What follows belongs to an exercise in optimizing a design on an open flow for small area; a production flow would make more cautious choices. Where RTL was checked, it was by simulation tests only, not by an equivalence proof against the original. No functional check of the RTL was part of run 1.

<file path="design/flow/run.sh">
#!/bin/bash
# synth_recipe.tcl (not shown) runs the flow's synth.tcl, then flattens the netlist and writes it again
# the make line also repeats each setting of config.mk as NAME=value (left out here)
make -C /OpenROAD-flow-scripts/flow DESIGN_CONFIG=/design/flow/config.mk WORK_HOME=/design/flow/orfs CLKGATE_MAP_FILE= SYNTH_SCRIPT=/design/flow/synth_recipe.tcl finish
</file>
<file path="design/flow/config.mk">
export PLATFORM = sky130hd
export DESIGN_NAME = char_lcd_nibble_command_sequencer
export DESIGN_NICKNAME = char_lcd_nibble_command_sequencer
export VERILOG_FILES = /design/flow/design.v
export SDC_FILE = /design/flow/constraint.sdc
export NUM_CORES = 4
export LEC_CHECK = 0
export ABC_AREA = 1
export CAP_MARGIN = 20
export CORE_MARGIN = 2
export CORE_UTILIZATION = 40
export SLEW_MARGIN = 20
</file>
<file path="design/flow/constraint.sdc">
create_clock -name core_clock -period 10.0 [get_ports {clk}]
set_input_delay 2.0000 -clock core_clock [delete_from_list [all_inputs] [get_ports {clk}]]
set_output_delay 2.0000 -clock core_clock [all_outputs]
set_load 0.01 [all_outputs]
</file>
<file path="design/flow/design.v">
package lcdseq_pkg;
  localparam logic [3:0] ACT_CHAR      = 4'd0;
  localparam logic [3:0] ACT_COMMAND   = 4'd1;
  localparam logic [3:0] ACT_CLEAR     = 4'd2;
  localparam logic [3:0] ACT_CURSOR    = 4'd3;
  localparam logic [3:0] ACT_SHOW_BYTE = 4'd4;
  localparam logic [3:0] ACT_SHOW_WORD = 4'd5;
  localparam logic [3:0] ACT_INIT      = 4'd6;
  localparam logic [3:0] ACT_CURS_ON   = 4'd7;
  localparam logic [3:0] ACT_CURS_OFF  = 4'd8;
  localparam int F_DIG   = 0;   
  localparam int F_INIT  = 1;   
  localparam int F_RS    = 2;   
  localparam int F_CLEAR = 3;   
endpackage
module lcdseq_front (
  input  logic [3:0]  action,
  input  logic [7:0]  data_byte,
  input  logic [5:0]  column,
  input  logic        row,
  input  logic [15:0] number,
  output logic [16:0] ent,
  output logic        ent_valid
);
  logic [7:0] hi;
  logic [7:0] lo;
  logic       word;
  always_comb begin
    word      = 1'b0;
    hi        = 8'h00;
    lo        = data_byte;
    ent_valid = 1'b1;
    case (action)
      lcdseq_pkg::ACT_CHAR:      hi[lcdseq_pkg::F_RS] = 1'b1;
      lcdseq_pkg::ACT_COMMAND:   ;
      lcdseq_pkg::ACT_CLEAR: begin
        hi[lcdseq_pkg::F_INIT]  = 1'b1;
        hi[lcdseq_pkg::F_CLEAR] = 1'b1;
      end
      lcdseq_pkg::ACT_CURSOR:    lo = {1'b1, row, column};
      lcdseq_pkg::ACT_SHOW_BYTE: begin
        hi[lcdseq_pkg::F_DIG] = 1'b1;
        lo = number[7:0];
      end
      lcdseq_pkg::ACT_SHOW_WORD: begin
        word = 1'b1;
        {hi, lo} = number;
      end
      lcdseq_pkg::ACT_INIT:      hi[lcdseq_pkg::F_INIT] = 1'b1;
      lcdseq_pkg::ACT_CURS_ON:   lo = 8'h0f;
      lcdseq_pkg::ACT_CURS_OFF:  lo = 8'h0c;
      default:                   ent_valid = 1'b0;
    endcase
  end
  assign ent = {word, hi, lo};
endmodule
module lcdseq_fifo #(
  parameter int EW = 17
) (
  input  logic          clk,
  input  logic          rst_n,
  input  logic          push,
  input  logic [EW-1:0] push_ent,
  input  logic          pop,
  output logic [EW-1:0] head,
  output logic          head_valid,
  output logic          full
);
  logic [EW-1:0] s0, s1;
  logic          ne_r, full_r;
  assign head       = s0;
  assign head_valid = ne_r;
  assign full       = full_r;
  always_ff @(posedge clk) begin
    if (!rst_n) begin
      ne_r   <= 1'b0;
      full_r <= 1'b0;
    end else begin
      if (push && !pop) begin
        ne_r   <= 1'b1;
        full_r <= ne_r;
      end else if (pop && !push) begin
        ne_r   <= full_r;
        full_r <= 1'b0;
      end
    end
  end
  always_ff @(posedge clk) begin
    if (!full_r) begin
      s1 <= push_ent;
    end
    if (pop || !ne_r) begin
      s0 <= full_r ? s1 : push_ent;
    end
  end
endmodule
module lcdseq_back (
  input  logic        clk,
  input  logic        rst_n,
  input  logic [16:0] head,
  input  logic        head_valid,
  output logic        pop,
  output logic        out_valid,
  input  logic        out_stall,
  output logic [8:0]  out_step      
);
  logic [15:0] r_r;                   
  logic        dig_r, init_r, rs_r;
  logic [1:0]  dq_r;                  
  logic [3:0]  idx_r;
  logic        ov_r;
  logic        o_strobe, o_rs, o_wc0, o_last;
  logic [3:0]  o_nib;
  logic        busy, adv, last, take;
  logic [3:0]  start;
  logic        s_strobe, s_rs, s_wc0;
  logic [3:0]  s_nib;
  logic [2:0]  place;
  logic [15:0] c1, c2, r1, r2;
  logic        b1, b2;
  assign busy = (idx_r != 4'd0);
  assign adv  = busy && (!ov_r || !out_stall);
  assign last = (idx_r == 4'd15);
  assign take = !busy || (adv && last);
  assign pop  = take && head_valid;
  always_comb begin
    if (head[16])                          start = 4'd6;
    else if (head[8 + lcdseq_pkg::F_DIG])  start = 4'd10;
    else if (head[8 + lcdseq_pkg::F_INIT]) start = head[8 + lcdseq_pkg::F_CLEAR] ? 4'd12 : 4'd1;
    else                                   start = 4'd14;
  end
  assign place = ~idx_r[3:1];
  always_comb begin
    case (place)
      3'd0:    begin c1 = 16'd2;     c2 = 16'd1;     end
      3'd1:    begin c1 = 16'd20;    c2 = 16'd10;    end
      3'd2:    begin c1 = 16'd200;   c2 = 16'd100;   end
      3'd3:    begin c1 = 16'd2000;  c2 = 16'd1000;  end
      default: begin c1 = 16'd20000; c2 = 16'd10000; end
    endcase
    if (!idx_r[0]) begin
      c1 = (place == 3'd4) ? 16'hffff : {c1[13:0], 2'b00};
      c2 = {c2[13:0], 2'b00};
    end
  end
  logic [16:0] t1, t2;
  always_comb begin
    t1 = {1'b0, r_r} - {1'b0, c1};
    b1 = !t1[16] && !(place == 3'd4 && !idx_r[0]);
    r1 = b1 ? t1[15:0] : r_r;
    t2 = {1'b0, r1} - {1'b0, c2};
    b2 = !t2[16];
    r2 = b2 ? t2[15:0] : r1;
  end
  always_comb begin
    s_strobe = 1'b1;
    s_rs     = 1'b0;
    s_wc0    = 1'b0;
    s_nib    = 4'h0;
    if (dig_r) begin
      s_rs  = 1'b1;
      s_nib = idx_r[0] ? {dq_r, b1, b2} : 4'h3;
    end else if (init_r) begin
      case (idx_r)
        4'd1:    s_strobe = 1'b0;
        4'd2, 4'd3, 4'd4: s_nib = 4'h3;
        4'd5, 4'd6: s_nib = 4'h2;
        4'd7, 4'd11: s_nib = 4'hc;
        4'd9:    s_nib = 4'h6;
        4'd13: begin s_nib = 4'h1; s_wc0 = 1'b1; end
        4'd15: begin s_nib = 4'h2; s_wc0 = 1'b1; end
        default: s_nib = 4'h0;
      endcase
    end else begin
      s_rs  = rs_r;
      s_nib = idx_r[0] ? r_r[3:0] : r_r[7:4];
    end
  end
  always_ff @(posedge clk) begin
    if (!rst_n) begin
      idx_r <= 4'd0;
      ov_r  <= 1'b0;
    end else begin
      if (pop)      idx_r <= start;
      else if (adv) idx_r <= idx_r + 4'd1;
      if (adv)             ov_r <= 1'b1;
      else if (!out_stall) ov_r <= 1'b0;
    end
  end
  always_ff @(posedge clk) begin
    if (take) begin
      r_r    <= {head[15:8] & {8{head[16]}}, head[7:0]};
      dig_r  <= head[16] || head[8 + lcdseq_pkg::F_DIG];
      init_r <= !head[16] && head[8 + lcdseq_pkg::F_INIT];
      rs_r   <= head[8 + lcdseq_pkg::F_RS];
    end else if (adv && dig_r) begin
      r_r <= r2;
    end
    if (adv) begin
      dq_r     <= {b1, b2};
      o_strobe <= s_strobe;
      o_rs     <= s_rs;
      o_nib    <= s_nib;
      o_wc0    <= s_wc0;
      o_last   <= last;
    end
  end
  assign out_valid = ov_r;
  assign out_step  = {o_strobe, o_rs, o_nib, !o_strobe, o_wc0, o_last};
endmodule
module char_lcd_nibble_command_sequencer (
  input  logic        clk,
  input  logic        rst_n,
  input  logic        in_valid,
  output logic        in_stall,
  input  logic [3:0]  in_action,
  input  logic [7:0]  in_data_byte,
  input  logic [5:0]  in_column,
  input  logic        in_row,
  input  logic [15:0] in_number,
  output logic        out_valid,
  input  logic        out_stall,
  output logic        out_strobe_res,
  output logic        out_register_select,
  output logic [3:0]  out_nibble,
  output logic [1:0]  out_wait_class,
  output logic        out_last
);
  logic [16:0] ent, head;
  logic        ent_valid, head_valid, q_full, q_push, q_pop;
  logic [8:0]  step;
  lcdseq_front u_front (
    .action    (in_action),
    .data_byte (in_data_byte),
    .column    (in_column),
    .row       (in_row),
    .number    (in_number),
    .ent       (ent),
    .ent_valid (ent_valid)
  );
  assign in_stall = q_full;
  assign q_push   = in_valid && !q_full && ent_valid;
  lcdseq_fifo u_fifo (
    .clk        (clk),
    .rst_n      (rst_n),
    .push       (q_push),
    .push_ent   (ent),
    .pop        (q_pop),
    .head       (head),
    .head_valid (head_valid),
    .full       (q_full)
  );
  lcdseq_back u_back (
    .clk        (clk),
    .rst_n      (rst_n),
    .head       (head),
    .head_valid (head_valid),
    .pop        (q_pop),
    .out_valid  (out_valid),
    .out_stall  (out_stall),
    .out_step   (step)
  );
  assign {out_strobe_res, out_register_select, out_nibble, out_wait_class, out_last} = step;
endmodule
</file>
==> results of run 1 <==
-- worst max-delay path, delay by kind of cell, from the launching register on --
| kind | cells | cell delay (ns) |
|---|---|---|
| simple gates | 18 | 2.04 |
| flops | 1 | 0.81 |
| fa+ha+maj | 2 | 0.82 |
| compound gates | 5 | 1.21 |
| buf+inv | 4 | 0.34 |
-- logic make-up after synthesis --
family | synth area share [%]
AOI/OAI and AO/OA | 14.1
xor gates and xnor gates | 3.71
adders and majority gates | 8.34
buffers and inverters | 8.25
DFF | 36.5
and+or+nand+nor | 29.1
-- placed cells by master, fill, tap and decap left out, drive strengths merged, types with 3 or more instances in the layout --
master | synthesis | routed
a31oi | 9 | 9
xnor2 | 10 | 10
a211oi | 4 | 4
or2 | 5 | 5
nor2 | 61 | 61
a21oi | 48 | 48
nor3 | 4 | 4
o21ai | 35 | 35
nand2 | 208 | 208
o21a | 3 | 3
clkbuf | 6 | 9
dfxtp | 30 | 30
inv | 94 | 94
a32o | 4 | 4
nand4 | 6 | 6
ha | 33 | 33
edfxtp | 46 | 46
clkinv | 3 | 4
a21boi | 3 | 3
clkdlybuf4s50 | 0 | 49
bufinv | 0 | 4
xor2 | 13 | 13
nand3 | 64 | 64
nand3b | 5 | 5
a21o | 3 | 3
o211ai | 3 | 3
-- routing by layer --
metal	share of wire [%]	vias to the layer above
met5	0	-
met4	1.6	0
met3	5.4	19
met2	45	150
met1	48	2221
li1	-	2513
-- sequential cells by signal (all words and copies together) (netlist names), 2 cells and up, named ones only --
| name | count |
|---|---|
| u_back.r_r | 16 |
| u_back.o_nib | 4 |
| u_fifo.s0 | 17 |
| u_back.idx_r | 4 |
| u_back.dq_r | 2 |
| u_fifo.s1 | 17 |
-- area by class of cell --
class                           count  area, um2  share of cell area, %
Tap cell                          176        220                   3.42
Clock inverter                      7        139                   2.16
Multi-Input combinational cell    536       3010                   46.7
Clock buffer                        9        225                   3.50
Sequential cell                    76       1980                   30.8
Inverter                           97        369                   5.73
Timing Repair Buffer               50        498                   7.73
-- how the worst max path moves through the flow --
stage / startpoint / endpoint / slack, ns / cells past startpoint
final: u_back.idx_r[0]$_SDFFE_PN0N_ / u_back.r_r[14]$_DFFE_PP_ / 4.53 / 29
after global routing: u_back.idx_r[0]$_SDFFE_PN0N_ / u_back.r_r[14]$_DFFE_PP_ / 3.98 / 29
after CTS: u_back.idx_r[0]$_SDFFE_PN0N_ / u_back.r_r[14]$_DFFE_PP_ / 4.57 / 29
after detailed placement: u_back.idx_r[0]$_SDFFE_PN0N_ / u_back.r_r[14]$_DFFE_PP_ / 4.64 / 29
after global placement: u_back.idx_r[0]$_SDFFE_PN0N_ / u_back.r_r[14]$_DFFE_PP_ / 4.72 / 29
after floorplan: u_back.idx_r[3]$_SDFFE_PN0N_ / u_back.r_r[0]$_DFFE_PP_ / 5.67 / 29
-- per-stage QoR --
stage,hold WS (ns),utilization [%]
after floorplan,0.418,-
after global placement,0.446,45.9
after detailed placement,0.455,45.9
after CTS,0.472,48.6
after global routing,0.497,48.6
final,0.472,48.6
==> results.json, run 1 <==
{
  "final_cells": 951,
  "ys_warn_count": 3,
  "start_kind": "register",
  "grt_busiest_layer": "met2",
  "postCtsHoldBufs": 0,
  "grt_pass1_wl_um": 22700,
  "criticalPathCategory": "register to register",
  "min_path_cells": 2,
  "finalClockSkew_ns": 0.00658,
  "clock_latency_ns": 0.34,
  "numCtsBuffers": 9,
  "tritoncts": "yes",
  "synth_area_leaders": "edfxtp_1 25%, nand2_1 14%, dfxtp_1 11%",
  "slowest_stage": "dfxtp_1",
  "grt_pass1_vias": 4541,
  "timing.max_cap.violations": 0,
  "finalInstanceArea_um2": 6440,
  "grt_overflow": 0,
  "syn_area_um2": 5430,
  "antenna_found_initial": 0,
  "fill_cells": 1350,
  "syn_avg_cell_area_um2": 7.50,
  "gp_congestion": 0.921,
  "max_freq_ghz": 0.183,
  "fin_setup_tns_ns": 0,
  "run_status": "complete, no violations",
  "antenna_cells": 0,
  "use_met3_pct": 3.82,
  "drive_gt1_share_pct": 8.52,
  "post-cts-setup-buffers": 0,
  "yosysSeqAreaShare_pct": 36.5,
  "ios": 50,
  "yosysMostFrequentCell": "nand2_1",
  "row_count": 42,
  "timing.final.ws_setup_ns": 4.53,
  "drt_iter0_drc": 245,
  "syn_inst": 724,
  "clockBufferDepth": 2,
  "ys_top_cells_by_count": "196 x nand2_1, 81 x inv_1, 61 x nand3_1",
  "vias": 4903,
  "avgViaCountPerCell": 5.16,
  "rrSetupSlack_ns": 4.53,
  "yosys.area.top_type": "edfxtp_1",
  "timing.rr.start": "u_back.idx_r[0]$_SDFFE_PN0N_",
  "clkTransAtPathRegs_ns": 0.06,
  "syn_nets": 798,
  "clock_sinks": 76,
  "dpl.cell_count": 935,
  "chipWidth_um": 121,
  "met1_usage_pct": 28.4,
  "io_buffers": 49,
  "setup_violations": 0,
  "grt_max_degree": 24,
  "core_um2": 13200,
  "routed_wl_um": 13800,
  "hp-start": "u_fifo.s1[8]$_DFF_P_",
  "rr_worst_depth": 29,
  "min_period_over_period_pct": 54.7,
  "dp_hpwl_um": 11000,
  "drc": 0,
  "tightestPinTransition_ns": 0.951,
  "maxSlewHeadroom_pct": 36.6,
  "async_flop_share_pct": 0,
  "cts-resized-gates": 0,
  "holdCritPathClass": "register to register",
  "grt.total_usage_pct": 20.0,
  "wire_per_inst_um": 14.5,
  "fp.dieH_um": 121,
  "grt_setup_unrepaired": "false",
  "max_stage_delay_ns": 0.81,
  "worstPathMaxFanout": 23,
  "fp.dieArea_um2": 14500,
  "arrival_ns": 5.57,
  "hold_path_end": "u_fifo.s1[8]$_DFF_P_",
  "crit_top_cell": "nand2_1",
  "required_ns": 10.10,
  "initial_core_util_pct": 41.0,
  "place_area_um2": 6070,
  "area_growth_pct": 18.5,
  "nNetsFinal": 844,
  "grtUsageMet2_pct": 30.3,
  "synth.distinct_cells": 52,
  "finalHoldViolCount": 0,
  "ys_seq_elements": 76,
  "cp-end-kind": "register",
  "rr_endpoint": "u_back.r_r[14]$_DFFE_PP_",
  "detail-route-antenna-nets": 0,
  "synthFlopType": "edfxtp_1",
  "synth_edf_count": 46,
  "place_ws_ns": 4.64,
  "firstDrtPassIters": 5,
  "period_minus_slack_ns": 5.47,
  "slew_violations": 0,
  "synth_top_area_share_pct": 25.4,
  "htreeDepth": 3,
  "cts_root_buf": "clkbuf_16"
}
==> run 2: changes to the inputs <==
--- a/design/flow/design.v
+++ b/design/flow/design.v
@@ -104,63 +104,50 @@
   input  logic        out_stall,
   output logic [8:0]  out_step      
 );
-  logic [15:0] r_r;                   
-  logic        dig_r, init_r, rs_r;
-  logic [1:0]  dq_r;                  
+  logic [16:0] cur_r;
   logic [3:0]  idx_r;
   logic        ov_r;
   logic        o_strobe, o_rs, o_wc0, o_last;
   logic [3:0]  o_nib;
   logic        busy, adv, last, take;
+  logic        word, is_dig, is_init;
+  logic [7:0]  hi, lo;
   logic [3:0]  start;
+  logic [3:0]  digit;
   logic        s_strobe, s_rs, s_wc0;
   logic [3:0]  s_nib;
-  logic [2:0]  place;
-  logic [15:0] c1, c2, r1, r2;
-  logic        b1, b2;
+  logic [15:0] num;
   assign busy = (idx_r != 4'd0);
   assign adv  = busy && (!ov_r || !out_stall);
   assign last = (idx_r == 4'd15);
   assign take = !busy || (adv && last);
   assign pop  = take && head_valid;
-  always_comb begin
-    if (head[16])                          start = 4'd6;
+  assign word    = cur_r[16];
+  assign hi      = cur_r[15:8];
+  assign lo      = cur_r[7:0];
+  assign is_dig  = word || hi[lcdseq_pkg::F_DIG];
+  assign is_init = !word && hi[lcdseq_pkg::F_INIT];
+  assign num     = {hi & {8{word}}, lo};
+  always_comb begin
+    if (head[16])                        start = 4'd6;
     else if (head[8 + lcdseq_pkg::F_DIG])  start = 4'd10;
     else if (head[8 + lcdseq_pkg::F_INIT]) start = head[8 + lcdseq_pkg::F_CLEAR] ? 4'd12 : 4'd1;
-    else                                   start = 4'd14;
-  end
-  assign place = ~idx_r[3:1];
-  always_comb begin
-    case (place)
-      3'd0:    begin c1 = 16'd2;     c2 = 16'd1;     end
-      3'd1:    begin c1 = 16'd20;    c2 = 16'd10;    end
-      3'd2:    begin c1 = 16'd200;   c2 = 16'd100;   end
-      3'd3:    begin c1 = 16'd2000;  c2 = 16'd1000;  end
-      default: begin c1 = 16'd20000; c2 = 16'd10000; end
-    endcase
-    if (!idx_r[0]) begin
-      c1 = (place == 3'd4) ? 16'hffff : {c1[13:0], 2'b00};
-      c2 = {c2[13:0], 2'b00};
-    end
-  end
-  logic [16:0] t1, t2;
-  always_comb begin
-    t1 = {1'b0, r_r} - {1'b0, c1};
-    b1 = !t1[16] && !(place == 3'd4 && !idx_r[0]);
-    r1 = b1 ? t1[15:0] : r_r;
-    t2 = {1'b0, r1} - {1'b0, c2};
-    b2 = !t2[16];
-    r2 = b2 ? t2[15:0] : r1;
-  end
+    else                                 start = 4'd14;
+  end
+  lcdseq_digit u_digit (
+    .num   (num),
+    .place (~idx_r[3:1]),
+    .digit (digit)
+  );
   always_comb begin
     s_strobe = 1'b1;
     s_rs     = 1'b0;
     s_wc0    = 1'b0;
     s_nib    = 4'h0;
-    if (dig_r) begin
+    if (is_dig) begin
       s_rs  = 1'b1;
-      s_nib = idx_r[0] ? {dq_r, b1, b2} : 4'h3;
-    end else if (init_r) begin
+      s_nib = idx_r[0] ? digit : 4'h3;
+    end else if (is_init) begin
       case (idx_r)
         4'd1:    s_strobe = 1'b0;
         4'd2, 4'd3, 4'd4: s_nib = 4'h3;
@@ -172,8 +159,8 @@
         default: s_nib = 4'h0;
       endcase
     end else begin
-      s_rs  = rs_r;
-      s_nib = idx_r[0] ? r_r[3:0] : r_r[7:4];
+      s_rs  = hi[lcdseq_pkg::F_RS];
+      s_nib = idx_r[0] ? lo[3:0] : lo[7:4];
     end
   end
   always_ff @(posedge clk) begin
@@ -188,16 +175,8 @@
     end
   end
   always_ff @(posedge clk) begin
-    if (take) begin
-      r_r    <= {head[15:8] & {8{head[16]}}, head[7:0]};
-      dig_r  <= head[16] || head[8 + lcdseq_pkg::F_DIG];
-      init_r <= !head[16] && head[8 + lcdseq_pkg::F_INIT];
-      rs_r   <= head[8 + lcdseq_pkg::F_RS];
-    end else if (adv && dig_r) begin
-      r_r <= r2;
-    end
+    if (take) cur_r <= head;
     if (adv) begin
-      dq_r     <= {b1, b2};
       o_strobe <= s_strobe;
       o_rs     <= s_rs;
       o_nib    <= s_nib;
@@ -207,6 +186,29 @@
   end
   assign out_valid = ov_r;
   assign out_step  = {o_strobe, o_rs, o_nib, !o_strobe, o_wc0, o_last};
+endmodule
+module lcdseq_digit (
+  input  logic [15:0] num,
+  input  logic [2:0]  place,
+  output logic [3:0]  digit
+);
+  logic [35:0] s;
+  always_comb begin
+    s = {20'd0, num};
+    for (int i = 0; i < 16; i++) begin
+      for (int k = 0; k < 5; k++) begin
+        if (s[16 + 4*k +: 4] >= 4'd5) s[16 + 4*k +: 4] = s[16 + 4*k +: 4] + 4'd3;
+      end
+      s = s << 1;
+    end
+    case (place)
+      3'd0:    digit = s[19:16];
+      3'd1:    digit = s[23:20];
+      3'd2:    digit = s[27:24];
+      3'd3:    digit = s[31:28];
+      default: digit = s[35:32];
+    endcase
+  end
 endmodule
 module char_lcd_nibble_command_sequencer (
   input  logic        clk,
--- a/design/flow/config.mk
+++ b/design/flow/config.mk
@@ -5,7 +5,6 @@
 export SDC_FILE = /design/flow/constraint.sdc
 export NUM_CORES = 4
 export LEC_CHECK = 0
-export ABC_AREA = 1
 export CAP_MARGIN = 20
 export CORE_MARGIN = 2
 export CORE_UTILIZATION = 40
==> run 2 against run 1 <==
Setup slack worse by 4.4 ns; global-route usage down 0.076 points; design area rose by 70%; critical path type unchanged; die area increased by 54%; flip-flop and latch count down 4; final cell count rose by 58%; largest cell class unchanged.
==> results.json, run 2 <==
{
  "run_status": "complete, no violations",
  "min_period_over_period_pct": 98.3,
  "startpoint": "u_back.cur_r[13]$_DFFE_PN_",
  "period_minus_slack_ns": 9.83,
  "avgViaCountPerCell": 5.92,
  "setup_violations": 0,
  "ys_warn_count": 4,
  "clock_latency_ns": 0.34,
  "holdCritPathClass": "register to register",
  "io_buffers": 49,
  "max_stage_delay_ns": 0.46,
  "synth_edf_count": 42,
  "nNetsFinal": 1292,
  "criticalPathCategory": "register to register",
  "required_ns": 10.16,
  "antenna_cells": 0,
  "timing.rr.start": "u_back.cur_r[13]$_DFFE_PN_",
  "reg_top3": "u_back.cur_r: 17 flops, u_fifo.s0: 17 flops, u_fifo.s1: 17 flops",
  "tritoncts": "yes",
  "synth.distinct_cells": 116,
  "synth_top_area_share_pct": 14.8,
  "grt_pass1_wl_um": 37600,
  "fill_cells": 2006,
  "slew_violations": 0,
  "min_path_cells": 0,
  "grt_setup_unrepaired": "true",
  "timing.final.ws_setup_ns": 0.168,
  "final_common_cell": "buf_4",
  "slowest_stage": "or4_1",
  "clock_sinks": 72,
  "timing.max_cap.violations": 0,
  "hold_path_end": "u_back.cur_r[2]$_DFFE_PN_",
  "wire_per_inst_um": 15.8,
  "cp-end-kind": "register",
  "ios": 50,
  "grt_overflow": 0,
  "rrSetupSlack_ns": 0.17,
  "final_cell_mix": "125 x buf_4, 94 x nor2_1, 91 x nand2_1, 61 x a21oi_1, 53 x o21ai_0",
  "yosysMostFrequentCell": "nor2_1",
  "rr_endpoint": "u_back.o_nib[2]$_DFFE_PP_",
  "arrival_ns": 9.99,
  "fp.dieH_um": 150,
  "drt_iter0_drc": 769,
  "async_flop_share_pct": 0,
  "firstDrtPassIters": 5,
  "numCtsBuffers": 9,
  "postCtsHoldBufs": 0,
  "yosysSeqAreaShare_pct": 21.9,
  "synthFlopType": "edfxtp_1",
  "rr_worst_depth": 60,
  "drc": 0,
  "syn_area_um2": 8500,
  "start_kind": "register",
  "maxSlewHeadroom_pct": 44.4,
  "gp_congestion": 0.892,
  "grt_max_degree": 34,
  "multi_input_area_um2": 6770,
  "grt.total_usage_pct": 19.9,
  "clkTransAtPathRegs_ns": 0.06,
  "clockBufferDepth": 2,
  "core_um2": 21000,
  "vias": 8887,
  "detail-route-antenna-nets": 0,
  "row_count": 53,
  "regArea_um2": 1860,
  "crit_top_cell": "buf_4",
  "syn_nets": 1153,
  "finalHoldViolCount": 0,
  "syn_inst": 1082,
  "chipWidth_um": 150,
  "hp-start": "u_fifo.s0[2]$_DFFE_PP_",
  "grt_pass1_vias": 7935,
  "area_growth_pct": 29.1,
  "worstPathMaxFanout": 4,
  "cts_root_buf": "clkbuf_16",
  "synth_area_leaders": "edfxtp_1 15%, dfxtp_1 7.1%, ha_1 4.7%",
  "fp.dieArea_um2": 22400,
  "drive_gt1_share_pct": 26.7,
  "ys_seq_elements": 72,
  "max_freq_ghz": 0.102,
  "dp_hpwl_um": 17000,
  "antenna_found_initial": 0,
  "htreeDepth": 3,
  "finalClockSkew_ns": 0.00865,
  "place_ws_ns": -0.380,
  "tightestPinTransition_ns": 0.833,
  "routed_wl_um": 23800,
  "fin_setup_tns_ns": 0,
  "yosys.area.top_type": "edfxtp_1",
  "syn_avg_cell_area_um2": 7.86,
  "initial_core_util_pct": 40.6,
  "ys_top_cells_by_count": "100 x nor2_1, 98 x nand2_1, 66 x a21oi_1"
}
run 2: changes by cell type after synthesis, sizes merged, moves of 24 or more:
cell	delta
nand3	-37
nand2	-110
o21ai	+33
nor3	+37
nor2	+42
and2	+24
inv	-35
run 2: per-layer routing:
metal  track usage, %  routed length (um)  up-vias
met1             28.0               11100     4135
met5                0                   0        -
met2             33.1               11400      274
met4             4.72                 318        0
met3             1.80                1030       21
li1                 -                   -     4457
run 2: area by class of cell:
type                            count  area share [%]
Multi-Input combinational cell    898            61.7
Sequential cell                    72            17.0
Timing Repair Buffer              180            13.6
Tap cell                          275            3.14
Inverter                           60            2.10
Clock buffer                       10            2.09
Clock inverter                      6           0.376
run 2: stage by stage:
| step | instances | cell area (um2) | hold slack [ns] | util [%] |
|---|---|---|---|---|
| floorplan | 1082 | 8700 | 0.400 | - |
| global route | 1501 | 11000 | 0.428 | 52.4 |
| global placement | 1412 | 9690 | 0.401 | 46.3 |
| detailed placement | 1412 | 9690 | 0.406 | 46.3 |
| CTS | 1453 | 10200 | 0.417 | 48.8 |
| finish | 1501 | 11000 | 0.417 | 52.4 |
run 2: repair_timing:
item                                    in CTS  in global routing
gates resized for setup                     12                 84
endpoints found under the setup margin       4                  4
setup buffers                               25                 48
pin swaps                                   20                 61
run 2: worst max path at each step:
| stage | slack [ns] | to | depth (start not counted) |
|---|---|---|---|
| after detailed placement | -0.38 | u_back.o_nib[2]$_DFFE_PP_ | 59 |
| after global routing | -0.36 | u_back.o_nib[2]$_DFFE_PP_ | 59 |
| final | 0.17 | u_back.o_nib[2]$_DFFE_PP_ | 60 |
| after global placement | -0.25 | u_back.o_nib[2]$_DFFE_PP_ | 58 |
| after CTS | -0.006 | u_back.o_nib[2]$_DFFE_PP_ | 52 |
| after floorplan | 0.01 | u_back.o_nib[2]$_DFFE_PP_ | 61 |
run 2: logic make-up after synthesis:
group	share of synthesized area [%]
xor gates and xnor gates	2.74
buffers and inverters	5.79
DFF	21.9
muxes	4.12
AOI/OAI and AO/OA	35.3
and+or+nand+nor	25.4
adders and majority gates	4.71
run 2: critical path: cells and delay by family, from the launching register on:
kind                       cells  cell delay [ns]
DFF                            1             0.39
xor gates and xnor gates       3             0.45
and+or+nand+nor               16             2.43
adders and majority gates      9             1.64
buffers and inverters         13             1.33
AOI/OAI and AO/OA             19             3.41

[port drivers added, routing unchanged]
How much do the figures lean on ideal ports? The routed layouts below were timed once more, with nothing changed but the port constraints.
Step 1 assumes that a clkbuf_16 drives the clock port and a buf_2 every other input.
Step 2 adds t to the input delays and takes it off the output delays; t is the mean of the earliest and latest rising clock arrival at the registers after step 1. Input paths then give back, and output paths get back, about the clock's delay inside the block.
Slacks: ideal ports / drivers / drivers and shift; pairs: ideal ports / drivers.
run	t (ns)	setup slack, ns	slew at the worst register clock pin (ns)
run 1	0.382	4.529 / 4.529 / 4.529	0.06 / 0.06
run 2	0.372	0.168 / 0.168 / 0.168	0.06 / 0.06
After both steps setup and hold are still met in every run listed.
